Source: an optimization exercise on an open RTL-to-GDS flow (aim: small area and a short achievable clock period). Production flows keep margins and buffers that such runs may drop.
In this exercise RTL edits were held to simulation tests only and were not proved equivalent to the original.
Power is estimated from default activity; no workload was simulated.

===== design/flow/config.mk =====
export PLATFORM = sky130hd
export DESIGN_NAME = rvCore
export DESIGN_NICKNAME = rvCore
export VERILOG_FILES = /design/flow/design.v
export SDC_FILE = /design/flow/constraint.sdc
export NUM_CORES = 4
export LEC_CHECK = 0
export CAP_MARGIN = 20
export CORE_MARGIN = 2
export CORE_UTILIZATION = 45
export PLACE_DENSITY = 0.6
export SLEW_MARGIN = 20

===== design/flow/constraint.sdc =====
create_clock -name core_clock -period 6.0 [get_ports {clk}]
set_input_delay 1.2000 -clock core_clock [delete_from_list [all_inputs] [get_ports {clk}]]
set_output_delay 1.2000 -clock core_clock [all_outputs]
set_load 0.01 [all_outputs]

===== design/flow/design.v =====
localparam [6:0] OP_IMM = 7'b0010011;
localparam [6:0] OP     = 7'b0110011;
localparam integer RD_LSB     = 7;
localparam integer FUNCT3_LSB = 12;
localparam integer RS1_LSB    = 15;
localparam integer RS2_LSB    = 20;
localparam integer IMM_LSB    = 20;    
localparam integer ALT_BIT    = 30;    
localparam [2:0] F3_ADD  = 3'b000;
localparam [2:0] F3_SLL  = 3'b001;
localparam [2:0] F3_SLT  = 3'b010;
localparam [2:0] F3_SLTU = 3'b011;
localparam [2:0] F3_XOR  = 3'b100;
localparam [2:0] F3_SR   = 3'b101;   
localparam [2:0] F3_OR   = 3'b110;
localparam [2:0] F3_AND  = 3'b111;
localparam [3:0] ALU_ADD  = 4'd0;
localparam [3:0] ALU_SUB  = 4'd1;
localparam [3:0] ALU_SLL  = 4'd2;
localparam [3:0] ALU_SLT  = 4'd3;
localparam [3:0] ALU_SLTU = 4'd4;
localparam [3:0] ALU_XOR  = 4'd5;
localparam [3:0] ALU_SRL  = 4'd6;
localparam [3:0] ALU_SRA  = 4'd7;
localparam [3:0] ALU_OR   = 4'd8;
localparam [3:0] ALU_AND  = 4'd9;
localparam [1:0] REGFILE  = 2'd0;    
localparam [1:0] FROM_MEM = 2'd1;    
localparam [1:0] FROM_WB  = 2'd2;    
localparam [15:0] PC_STEP  = 16'd4;
localparam [15:0] RESET_PC = 16'h0000;
`timescale 1ns/1ps
`default_nettype none
module aluUnit (
    input  logic [3:0]  op,
    input  logic [31:0] a,
    input  logic [31:0] b,
    output logic [31:0] result
);
localparam [6:0] OP_IMM = 7'b0010011;
localparam [6:0] OP     = 7'b0110011;
localparam integer RD_LSB     = 7;
localparam integer FUNCT3_LSB = 12;
localparam integer RS1_LSB    = 15;
localparam integer RS2_LSB    = 20;
localparam integer IMM_LSB    = 20;    
localparam integer ALT_BIT    = 30;    
localparam [2:0] F3_ADD  = 3'b000;
localparam [2:0] F3_SLL  = 3'b001;
localparam [2:0] F3_SLT  = 3'b010;
localparam [2:0] F3_SLTU = 3'b011;
localparam [2:0] F3_XOR  = 3'b100;
localparam [2:0] F3_SR   = 3'b101;   
localparam [2:0] F3_OR   = 3'b110;
localparam [2:0] F3_AND  = 3'b111;
localparam [3:0] ALU_ADD  = 4'd0;
localparam [3:0] ALU_SUB  = 4'd1;
localparam [3:0] ALU_SLL  = 4'd2;
localparam [3:0] ALU_SLT  = 4'd3;
localparam [3:0] ALU_SLTU = 4'd4;
localparam [3:0] ALU_XOR  = 4'd5;
localparam [3:0] ALU_SRL  = 4'd6;
localparam [3:0] ALU_SRA  = 4'd7;
localparam [3:0] ALU_OR   = 4'd8;
localparam [3:0] ALU_AND  = 4'd9;
localparam [1:0] REGFILE  = 2'd0;    
localparam [1:0] FROM_MEM = 2'd1;    
localparam [1:0] FROM_WB  = 2'd2;    
localparam [15:0] PC_STEP  = 16'd4;
localparam [15:0] RESET_PC = 16'h0000;
    logic [4:0] shamt;
    logic       lessSigned;
    logic       lessUnsigned;
    assign shamt        = b[4:0];    
    assign lessSigned   = $signed(a) < $signed(b);
    assign lessUnsigned = a < b;
    always_comb begin
        case (op)
            ALU_ADD:  result = a + b;
            ALU_SUB:  result = a - b;
            ALU_SLL:  result = a << shamt;
            ALU_SLT:  result = {31'b0, lessSigned};
            ALU_SLTU: result = {31'b0, lessUnsigned};
            ALU_XOR:  result = a ^ b;
            ALU_SRL:  result = a >> shamt;
            ALU_SRA:  result = $signed(a) >>> shamt;   
            ALU_OR:   result = a | b;
            ALU_AND:  result = a & b;
            default:  result = '0;
        endcase
    end
endmodule
`default_nettype wire
`timescale 1ns/1ps
`default_nettype none
module regFile (
    input  logic        clk,
    input  logic        rst_n,
    input  logic [4:0]  rs1,
    input  logic [4:0]  rs2,
    output logic [31:0] rs1Data,
    output logic [31:0] rs2Data,
    input  logic        wrEn,
    input  logic [4:0]  wrReg,
    input  logic [31:0] wrData
);
    logic [31:0] regs [1:31];    
    always_ff @(posedge clk or negedge rst_n) begin
        if (!rst_n) begin
            for (int i = 1; i < 32; i++)
                regs[i] <= '0;
        end else if (wrEn && wrReg != '0) begin
            regs[wrReg] <= wrData;
        end
    end
    assign rs1Data = (rs1 == '0) ? '0 : (wrEn && wrReg == rs1) ? wrData : regs[rs1];
    assign rs2Data = (rs2 == '0) ? '0 : (wrEn && wrReg == rs2) ? wrData : regs[rs2];
endmodule
`default_nettype wire
`timescale 1ns/1ps
`default_nettype none
module fetchUnit (
    input  logic        clk,
    input  logic        rst_n,
    output logic [31:0] imemAddr,
    input  logic [31:0] imemInsn,
    output logic [15:0] fetchPc,
    output logic [31:0] fetchInsn,
    output logic        fetchValid
);
localparam [6:0] OP_IMM = 7'b0010011;
localparam [6:0] OP     = 7'b0110011;
localparam integer RD_LSB     = 7;
localparam integer FUNCT3_LSB = 12;
localparam integer RS1_LSB    = 15;
localparam integer RS2_LSB    = 20;
localparam integer IMM_LSB    = 20;    
localparam integer ALT_BIT    = 30;    
localparam [2:0] F3_ADD  = 3'b000;
localparam [2:0] F3_SLL  = 3'b001;
localparam [2:0] F3_SLT  = 3'b010;
localparam [2:0] F3_SLTU = 3'b011;
localparam [2:0] F3_XOR  = 3'b100;
localparam [2:0] F3_SR   = 3'b101;   
localparam [2:0] F3_OR   = 3'b110;
localparam [2:0] F3_AND  = 3'b111;
localparam [3:0] ALU_ADD  = 4'd0;
localparam [3:0] ALU_SUB  = 4'd1;
localparam [3:0] ALU_SLL  = 4'd2;
localparam [3:0] ALU_SLT  = 4'd3;
localparam [3:0] ALU_SLTU = 4'd4;
localparam [3:0] ALU_XOR  = 4'd5;
localparam [3:0] ALU_SRL  = 4'd6;
localparam [3:0] ALU_SRA  = 4'd7;
localparam [3:0] ALU_OR   = 4'd8;
localparam [3:0] ALU_AND  = 4'd9;
localparam [1:0] REGFILE  = 2'd0;    
localparam [1:0] FROM_MEM = 2'd1;    
localparam [1:0] FROM_WB  = 2'd2;    
localparam [15:0] PC_STEP  = 16'd4;
localparam [15:0] RESET_PC = 16'h0000;
    logic [15:0] pc;    
    assign imemAddr = {16'h0000, pc};    
    always_ff @(posedge clk or negedge rst_n) begin
        if (!rst_n) begin
            pc         <= RESET_PC;
            fetchValid <= 1'b0;
        end else begin
            pc         <= pc + PC_STEP;
            fetchValid <= 1'b1;   
        end
    end
    always_ff @(posedge clk) begin
        fetchPc   <= pc;
        fetchInsn <= imemInsn;
    end
endmodule
`default_nettype wire
`timescale 1ns/1ps
`default_nettype none
module decodeStage (
    input  logic        clk,
    input  logic        rst_n,
    input  logic [31:0] fetchInsn,
    input  logic [15:0] fetchPc,
    input  logic        fetchValid,
    input  logic        wbValid,
    input  logic [4:0]  wbReg,
    input  logic [31:0] wbData,
    output logic        issueValid,
    output logic [3:0]  issueAluOp,
    output logic [4:0]  issueRs1,
    output logic [4:0]  issueRs2,
    output logic [4:0]  issueRd,
    output logic        issueRegWrite,    
    output logic [31:0] issueRs1Data,
    output logic [31:0] issueRs2Data,
    output logic [31:0] issueImm,
    output logic        issueUseImm       
);
localparam [6:0] OP_IMM = 7'b0010011;
localparam [6:0] OP     = 7'b0110011;
localparam integer RD_LSB     = 7;
localparam integer FUNCT3_LSB = 12;
localparam integer RS1_LSB    = 15;
localparam integer RS2_LSB    = 20;
localparam integer IMM_LSB    = 20;    
localparam integer ALT_BIT    = 30;    
localparam [2:0] F3_ADD  = 3'b000;
localparam [2:0] F3_SLL  = 3'b001;
localparam [2:0] F3_SLT  = 3'b010;
localparam [2:0] F3_SLTU = 3'b011;
localparam [2:0] F3_XOR  = 3'b100;
localparam [2:0] F3_SR   = 3'b101;   
localparam [2:0] F3_OR   = 3'b110;
localparam [2:0] F3_AND  = 3'b111;
localparam [3:0] ALU_ADD  = 4'd0;
localparam [3:0] ALU_SUB  = 4'd1;
localparam [3:0] ALU_SLL  = 4'd2;
localparam [3:0] ALU_SLT  = 4'd3;
localparam [3:0] ALU_SLTU = 4'd4;
localparam [3:0] ALU_XOR  = 4'd5;
localparam [3:0] ALU_SRL  = 4'd6;
localparam [3:0] ALU_SRA  = 4'd7;
localparam [3:0] ALU_OR   = 4'd8;
localparam [3:0] ALU_AND  = 4'd9;
localparam [1:0] REGFILE  = 2'd0;    
localparam [1:0] FROM_MEM = 2'd1;    
localparam [1:0] FROM_WB  = 2'd2;    
localparam [15:0] PC_STEP  = 16'd4;
localparam [15:0] RESET_PC = 16'h0000;
    logic [4:0]  rd;
    logic [4:0]  rs1;
    logic [4:0]  rs2;
    logic [2:0]  funct3;
    logic        altBit;
    logic [11:0] immRaw;
    logic        isOpImm;
    logic        isOp;
    logic [3:0]  aluOp;
    logic        isShift;
    logic [31:0] imm;
    logic [31:0] rs1Data;
    logic [31:0] rs2Data;
    logic        writes;
    assign rd     = fetchInsn[RD_LSB +: 5];
    assign rs1    = fetchInsn[RS1_LSB +: 5];
    assign rs2    = fetchInsn[RS2_LSB +: 5];
    assign funct3 = fetchInsn[FUNCT3_LSB +: 3];
    assign altBit = fetchInsn[ALT_BIT];
    assign immRaw = fetchInsn[IMM_LSB +: 12];
    assign isOpImm = (fetchInsn[6:0] == OP_IMM);
    assign isOp    = (fetchInsn[6:0] == OP);
    always_comb begin
        case (funct3)
            F3_ADD:  aluOp = (isOp && altBit) ? ALU_SUB : ALU_ADD;
            F3_SLL:  aluOp = ALU_SLL;
            F3_SLT:  aluOp = ALU_SLT;
            F3_SLTU: aluOp = ALU_SLTU;
            F3_XOR:  aluOp = ALU_XOR;
            F3_SR:   aluOp = altBit ? ALU_SRA : ALU_SRL;
            F3_OR:   aluOp = ALU_OR;
            default: aluOp = ALU_AND;
        endcase
    end
    assign isShift = (funct3 == F3_SLL) || (funct3 == F3_SR);
    always_comb begin
        if (isShift)
            imm = {27'b0, immRaw[4:0]};
        else
            imm = {{20{immRaw[11]}}, immRaw};
    end
    assign writes = fetchValid && (isOpImm || isOp) && (fetchPc[1:0] == 2'b00);
    regFile regFile_inst (
        .clk     (clk),
        .rst_n   (rst_n),
        .rs1     (rs1),
        .rs2     (rs2),
        .rs1Data (rs1Data),
        .rs2Data (rs2Data),
        .wrEn    (wbValid),
        .wrReg   (wbReg),
        .wrData  (wbData)
    );
    always_ff @(posedge clk or negedge rst_n) begin
        if (!rst_n) begin
            issueValid    <= 1'b0;
            issueRegWrite <= 1'b0;
        end else begin
            issueValid    <= fetchValid;
            issueRegWrite <= writes;
        end
    end
    always_ff @(posedge clk) begin
        issueAluOp   <= aluOp;
        issueRs1     <= rs1;
        issueRs2     <= rs2;
        issueRd      <= rd;
        issueRs1Data <= rs1Data;
        issueRs2Data <= rs2Data;
        issueImm     <= imm;
        issueUseImm  <= isOpImm;
    end
endmodule
`default_nettype wire
`timescale 1ns/1ps
`default_nettype none
module executeStage (
    input  logic        clk,
    input  logic        rst_n,
    input  logic        issueValid,
    input  logic [3:0]  issueAluOp,
    input  logic [4:0]  issueRs1,
    input  logic [4:0]  issueRs2,
    input  logic [4:0]  issueRd,
    input  logic        issueRegWrite,
    input  logic [31:0] issueRs1Data,
    input  logic [31:0] issueRs2Data,
    input  logic [31:0] issueImm,
    input  logic        issueUseImm,
    output logic        wbValid,
    output logic [4:0]  wbReg,
    output logic [31:0] wbData
);
localparam [6:0] OP_IMM = 7'b0010011;
localparam [6:0] OP     = 7'b0110011;
localparam integer RD_LSB     = 7;
localparam integer FUNCT3_LSB = 12;
localparam integer RS1_LSB    = 15;
localparam integer RS2_LSB    = 20;
localparam integer IMM_LSB    = 20;    
localparam integer ALT_BIT    = 30;    
localparam [2:0] F3_ADD  = 3'b000;
localparam [2:0] F3_SLL  = 3'b001;
localparam [2:0] F3_SLT  = 3'b010;
localparam [2:0] F3_SLTU = 3'b011;
localparam [2:0] F3_XOR  = 3'b100;
localparam [2:0] F3_SR   = 3'b101;   
localparam [2:0] F3_OR   = 3'b110;
localparam [2:0] F3_AND  = 3'b111;
localparam [3:0] ALU_ADD  = 4'd0;
localparam [3:0] ALU_SUB  = 4'd1;
localparam [3:0] ALU_SLL  = 4'd2;
localparam [3:0] ALU_SLT  = 4'd3;
localparam [3:0] ALU_SLTU = 4'd4;
localparam [3:0] ALU_XOR  = 4'd5;
localparam [3:0] ALU_SRL  = 4'd6;
localparam [3:0] ALU_SRA  = 4'd7;
localparam [3:0] ALU_OR   = 4'd8;
localparam [3:0] ALU_AND  = 4'd9;
localparam [1:0] REGFILE  = 2'd0;    
localparam [1:0] FROM_MEM = 2'd1;    
localparam [1:0] FROM_WB  = 2'd2;    
localparam [15:0] PC_STEP  = 16'd4;
localparam [15:0] RESET_PC = 16'h0000;
    logic        exWrite;        
    logic        exMemWrite;
    logic [4:0]  exMemRd;
    logic [31:0] exMemResult;
    logic        memWbWrite;
    logic [4:0]  memWbRd;
    logic [31:0] memWbResult;
    logic [1:0]  fwdA;
    logic [1:0]  fwdB;
    logic [31:0] opA;
    logic [31:0] regB;
    logic [31:0] opB;
    logic [31:0] aluResult;
    always_comb begin
        if (exMemWrite && exMemRd == issueRs1)
            fwdA = FROM_MEM;
        else if (memWbWrite && memWbRd == issueRs1)
            fwdA = FROM_WB;
        else
            fwdA = REGFILE;
        if (exMemWrite && exMemRd == issueRs2)
            fwdB = FROM_MEM;
        else if (memWbWrite && memWbRd == issueRs2)
            fwdB = FROM_WB;
        else
            fwdB = REGFILE;
        case (fwdA)
            FROM_MEM: opA = exMemResult;
            FROM_WB:  opA = memWbResult;
            default:  opA = issueRs1Data;
        endcase
        case (fwdB)
            FROM_MEM: regB = exMemResult;
            FROM_WB:  regB = memWbResult;
            default:  regB = issueRs2Data;
        endcase
        opB = issueUseImm ? issueImm : regB;    
    end
    aluUnit aluUnit_inst (
        .op     (issueAluOp),
        .a      (opA),
        .b      (opB),
        .result (aluResult)
    );
    assign exWrite = issueValid && issueRegWrite && (issueRd != '0);
    always_ff @(posedge clk or negedge rst_n) begin
        if (!rst_n) begin
            exMemWrite <= 1'b0;
            memWbWrite <= 1'b0;
        end else begin
            exMemWrite <= exWrite;
            memWbWrite <= exMemWrite;    
        end
    end
    always_ff @(posedge clk) begin
        exMemRd     <= issueRd;
        exMemResult <= aluResult;
        memWbRd     <= exMemRd;
        memWbResult <= exMemResult;
    end
    assign wbValid = memWbWrite;
    assign wbReg   = memWbRd;
    assign wbData  = memWbResult;
endmodule
`default_nettype wire
`timescale 1ns/1ps
`default_nettype none
module rvCore (
    input  logic        clk,
    input  logic        rst_n,
    output logic [31:0] imemAddr,
    input  logic [31:0] imemInsn,
    output logic        retireValid,
    output logic [4:0]  retireReg,
    output logic [31:0] retireData
);
    logic [15:0] fetchPc;       
    logic [31:0] fetchInsn;
    logic        fetchValid;
    logic        issueValid;
    logic [3:0]  issueAluOp;
    logic [4:0]  issueRs1;
    logic [4:0]  issueRs2;
    logic [4:0]  issueRd;
    logic        issueRegWrite;
    logic [31:0] issueRs1Data;
    logic [31:0] issueRs2Data;
    logic [31:0] issueImm;
    logic        issueUseImm;
    fetchUnit fetchUnit_inst (
        .clk        (clk),
        .rst_n      (rst_n),
        .imemAddr   (imemAddr),
        .imemInsn   (imemInsn),
        .fetchPc    (fetchPc),
        .fetchInsn  (fetchInsn),
        .fetchValid (fetchValid)
    );
    decodeStage decodeStage_inst (
        .clk           (clk),
        .rst_n         (rst_n),
        .fetchInsn     (fetchInsn),
        .fetchPc       (fetchPc),
        .fetchValid    (fetchValid),
        .wbValid       (retireValid),
        .wbReg         (retireReg),
        .wbData        (retireData),
        .issueValid    (issueValid),
        .issueAluOp    (issueAluOp),
        .issueRs1      (issueRs1),
        .issueRs2      (issueRs2),
        .issueRd       (issueRd),
        .issueRegWrite (issueRegWrite),
        .issueRs1Data  (issueRs1Data),
        .issueRs2Data  (issueRs2Data),
        .issueImm      (issueImm),
        .issueUseImm   (issueUseImm)
    );
    executeStage executeStage_inst (
        .clk           (clk),
        .rst_n         (rst_n),
        .issueValid    (issueValid),
        .issueAluOp    (issueAluOp),
        .issueRs1      (issueRs1),
        .issueRs2      (issueRs2),
        .issueRd       (issueRd),
        .issueRegWrite (issueRegWrite),
        .issueRs1Data  (issueRs1Data),
        .issueRs2Data  (issueRs2Data),
        .issueImm      (issueImm),
        .issueUseImm   (issueUseImm),
        .wbValid       (retireValid),
        .wbReg         (retireReg),
        .wbData        (retireData)
    );
endmodule
`default_nettype wire

===== design/flow/run.sh =====
#!/bin/bash
# synth_recipe.tcl (not shown) runs the flow's synth.tcl, then flattens the netlist and writes it again
# the make line also repeats each setting of config.mk as NAME=value (left out here)
make -C /OpenROAD-flow-scripts/flow DESIGN_CONFIG=/design/flow/config.mk WORK_HOME=/design/flow/orfs CLKGATE_MAP_FILE= SYNTH_SCRIPT=/design/flow/synth_recipe.tcl finish

==> flow_metrics.py <==
metrics = {
    "status": {
        "status": "finished clean",
    },
    "detailed_routing": {
        "drtIter0Drc": 10071,
        "vias": 59747,
        "post-route-drc-count": 0,
        "post_drt_wl_per_cell_um": 40.7,
        "final_antenna_net_count": 0,
        "detail_route.first_pass.iterations": 10,
        "wirelength_um": 324000,
        "viasPerCell": 7.50,
    },
    "global_route": {
        "grt_pass1_wl_um": 449000,
        "busiest_layer": "met2",
        "antenna_found_initial": 15,
        "met3_usage": 0.187,
        "grt.overflow.total": 0,
        "grt_pass1_vias": 56908,
        "track_usage": 0.434,
        "met1_usage": 0.560,
        "grt_max_degree": 136,
        "grtUsageMet2": 0.592,
    },
    "pwr": {
        "intPower_mw": 13.7,
        "power.density_nw_per_um2": 261,
        "irDropWorstVdd_uv": 307,
        "p_leak_nw": 32.7,
        "seqPwrFrac": 0.440,
        "p_sw_frac": 0.278,
        "power_mw": 19.0,
        "p_sw_mw": 5.30,
        "combPwrFrac": 0.090,
        "clock_power_share": 0.470,
    },
    "die": {
        "die-area_um2": 145000,
        "die_height_um": 381,
        "io_pins": 104,
        "core-area_um2": 141000,
        "start_util": 0.453,
        "row_count": 138,
        "die_w_um": 381,
    },
    "cts": {
        "clk_path_buf_depth": 3,
        "hold_buffers": 0,
        "htree_levels": 4,
        "clkSinkCount": 1208,
        "cts_buffers": 138,
        "cts_root_buf": "clkbuf_16",
        "cts_tree": "built",
        "path_clk_slew_ps": 70,
        "clock_latency_ps": 820,
    },
    "synth": {
        "ys_types": 93,
        "ys_ff_latch": 1208,
        "netlist_instances": 5971,
        "synth.cell_area_um2": 64100,
        "yosysTopAreaCell": "dfrtp_1",
        "synth.avg_cell_area_um2": 10.7,
        "synthArstFlopShare": 0.837,
        "yosys_warnings": 6,
        "yosysSeqAreaShare": 0.457,
        "synth_edf_count": 0,
        "yosys.area.top_type_share": 0.395,
        "synthFlopType": "dfrtp_1",
        "synth_area_leaders": "dfrtp_1 39%, mux2_2 18%, a22oi_1 6.9%",
    },
    "critical_path": {
        "critical_path.slowest_cell": "o311ai_0",
        "critPathCaptureType": "flop",
        "crit_buf_inv": 1,
        "cpLargestDelayFamily": "compound AO/OA/AOI/OAI gates",
        "crit_chain": "xnor2_1 -> and4_1 -> nand2_1 -> o21ai_2 -> buf_4 -> nor2_1 -> o41ai_1 -> ha_1 -> a21oi_1 -> o311ai_0 -> nor3_1 -> nor2_1 -> o221ai_1 -> a211o_1 -> a221o_1 -> o21ai_0 -> nand3_1",
        "cp_max_fo": 18,
        "startpoint_type": "flop",
        "critPathKind": "reg -> reg",
        "worstPathArrival_ps": 6420,
        "crit_path_frequent_cell": "nor2_1",
        "cp_slowest_stage_delay_ps": 990,
        "worstPathRequired_ps": 6650,
    },
    "timing": {
        "rsz0062_at_grt": "no",
        "whs_ps": 329,
        "max_clock_freq_mhz": 173,
        "maxSlewHeadroom": 0.127,
        "fin_crit_sh": 0.962,
        "setup_violations": 0,
        "worst_pin_slew_ps": 1300,
        "finalSetupTns_ps": 0,
        "hold_viol": 0,
        "fin_skew_ps": 53.3,
        "finalCriticalPeriod_ps": 5770,
        "slew_viol_final": 0,
    },
    "cells_and_area": {
        "layout-drive-gt1-share": 0.279,
        "post-route-util": 0.516,
        "multiInputGateArea_um2": 32900,
        "nFillCells": 12670,
        "final_common_cell": "dfrtp_1",
        "fin_cells": 7962,
        "final_cell_mix": "1,011 x dfrtp_1, 1,002 x mux2_2, 585 x a22oi_1",
        "syn2layout_area_growth_pct": 14.0,
        "seqCellArea_um2": 29200,
        "fin_nets": 6090,
    },
    "place": {
        "dp_hpwl_um": 201000,
        "io_buffer_count": 85,
        "dp.cells": 7705,
        "gp_congestion": 1.02,
    },
    "job": {
        "maxCapViolCount": 0,
    },
    "hold_path": {
        "min_path_type": "reg -> reg",
    },
}
==> layer usage <==
metal,share of wire,wire length (um),vias up
met4,0.082,26500,24
met5,0.00080,258,-
li1,-,-,22850
met2,0.39,127000,5413
met3,0.15,49000,1710
met1,0.37,120000,29750
==> worst paths after layout <==
kind / from / end / slack (ps) / depth (start not counted)
worst max-delay path: decodeStage_inst.issueRs2[0]$_DFF_P_ / executeStage_inst.exMemResult[27]$_DFF_P_ / 230 / 17
worst min register to register: fetchUnit_inst.fetchInsn[8]$_DFF_P_ / decodeStage_inst.issueRd[1]$_DFF_P_ / 330 / 0
worst min-delay path: fetchUnit_inst.fetchInsn[8]$_DFF_P_ / decodeStage_inst.issueRd[1]$_DFF_P_ / 330 / 0
min in group asynchronous: rst_n / decodeStage_inst.regFile_inst.regs[23][17]$_DFFE_PN0P_ / 420 / 1
worst max register to register: decodeStage_inst.issueRs2[0]$_DFF_P_ / executeStage_inst.exMemResult[27]$_DFF_P_ / 230 / 17
max in group asynchronous: rst_n / executeStage_inst.exMemWrite$_DFF_PN0_ / 4060 / 2
==> power by group through the flow <==
stage               logic [mW]  clock network, mW  registers (mW)
floorplan                0.733                  0            8.49
global placement          1.63                  0            8.52
detailed placement        1.63                  0            8.52
CTS                       1.63               8.98            8.37
global route              1.76               9.32            8.38
finish                    1.71               8.96            8.38
==> stage by stage <==
step	instance area, um2	setup WS (ps)
2_1_floorplan	64100	898
3_3_place_gp	68200	197
3_5_place_dp	68200	181
4_1_cts	73000	127
5_1_grt	73000	57.4
6_report	73000	228
==> Yosys cell counts (all sizes together) (54+ instances only) <==
cell type,n
ha,99
inv,98
nand2,161
buf,115
dfxtp,197
nor4,54
nor3,121
nand4,150
a31oi,56
a22o,133
mux2i,124
a21oi,208
nor2,381
dfrtp,1011
a222oi,65
a221oi,195
nand3,180
o21ai,164
mux2,1002
clkbuf,460
a22oi,585
==> repair_timing <==
item                                    4_1_cts  5_1_grt
setup buffers                                 0        0
resized for setup                             0        1
endpoints found under the setup margin        0        6
==> worst reg2reg max path: cells and delay by family, from the launching register on <==
kind,cells,cell delay (ps)
AND/OR/NAND/NOR,6,1360
XOR/XNOR,1,160
buffers and inverters,1,370
adder cells (fa/ha/maj),1,400
AO/OA/AOI/OAI,8,2920
flip-flops,1,400
==> sequential cells by signal, indices dropped and copies added, names as in the netlist, 8 cells and up <==
register,cells
executeStage_inst.memWbResult,32
fetchUnit_inst.pc,14
fetchUnit_inst.fetchInsn,32
executeStage_inst.exMemResult,32
decodeStage_inst.issueRs2Data,32
decodeStage_inst.regFile_inst.regs,992
decodeStage_inst.issueImm,8
decodeStage_inst.issueRs1Data,32
==> cell families after synthesis <==
kind of cell	after synthesis	share of synthesized area
muxes	1129	0.197
adders and majority gates	101	0.0200
DFF	1208	0.457
and+or+nand+nor	1154	0.0867
other	2	0.000117
AOI/OAI and AO/OA	1655	0.191
xor gates and xnor gates	47	0.00643
buffers and inverters	675	0.0424
==> cell type report <==
class	instances	share of cell area
multi-input cells	4105	0.450
repair buffers	402	0.0465
clock buffers	192	0.0538
flip-flops and latches	1208	0.400
clock inverters	57	0.0116
diodes	8	0.000274
well taps	1890	0.0324
inverters	100	0.00524

static timing again, ports no longer ideal:
In the flow no input, the clock included, has a driving cell. The finished layout below was timed again as built, in two steps. Step 1 (the two cells are an assumption about what drives the block):
set clk [get_ports {clk}]
set_driving_cell -lib_cell sky130_fd_sc_hd__clkbuf_16 $clk
set_driving_cell -lib_cell sky130_fd_sc_hd__buf_2 [delete_from_list [all_inputs] $clk]
Step 2 also shifts input and output timing later by t, the mid clock arrival at the registers, as if the neighbouring blocks saw the same clock. Three values: ideal, step 1, step 2; two values: the first two.
t, ns: 0.884
setup WS [ns]: 0.228 / 0.228 / 0.228
worst hold slack (ns): 0.329 / 0.329 / 0.329
After both steps setup and hold are still met in this run. The setup slack of this run moves by 0.000 ns with the drivers and by 0.000 ns with both steps.
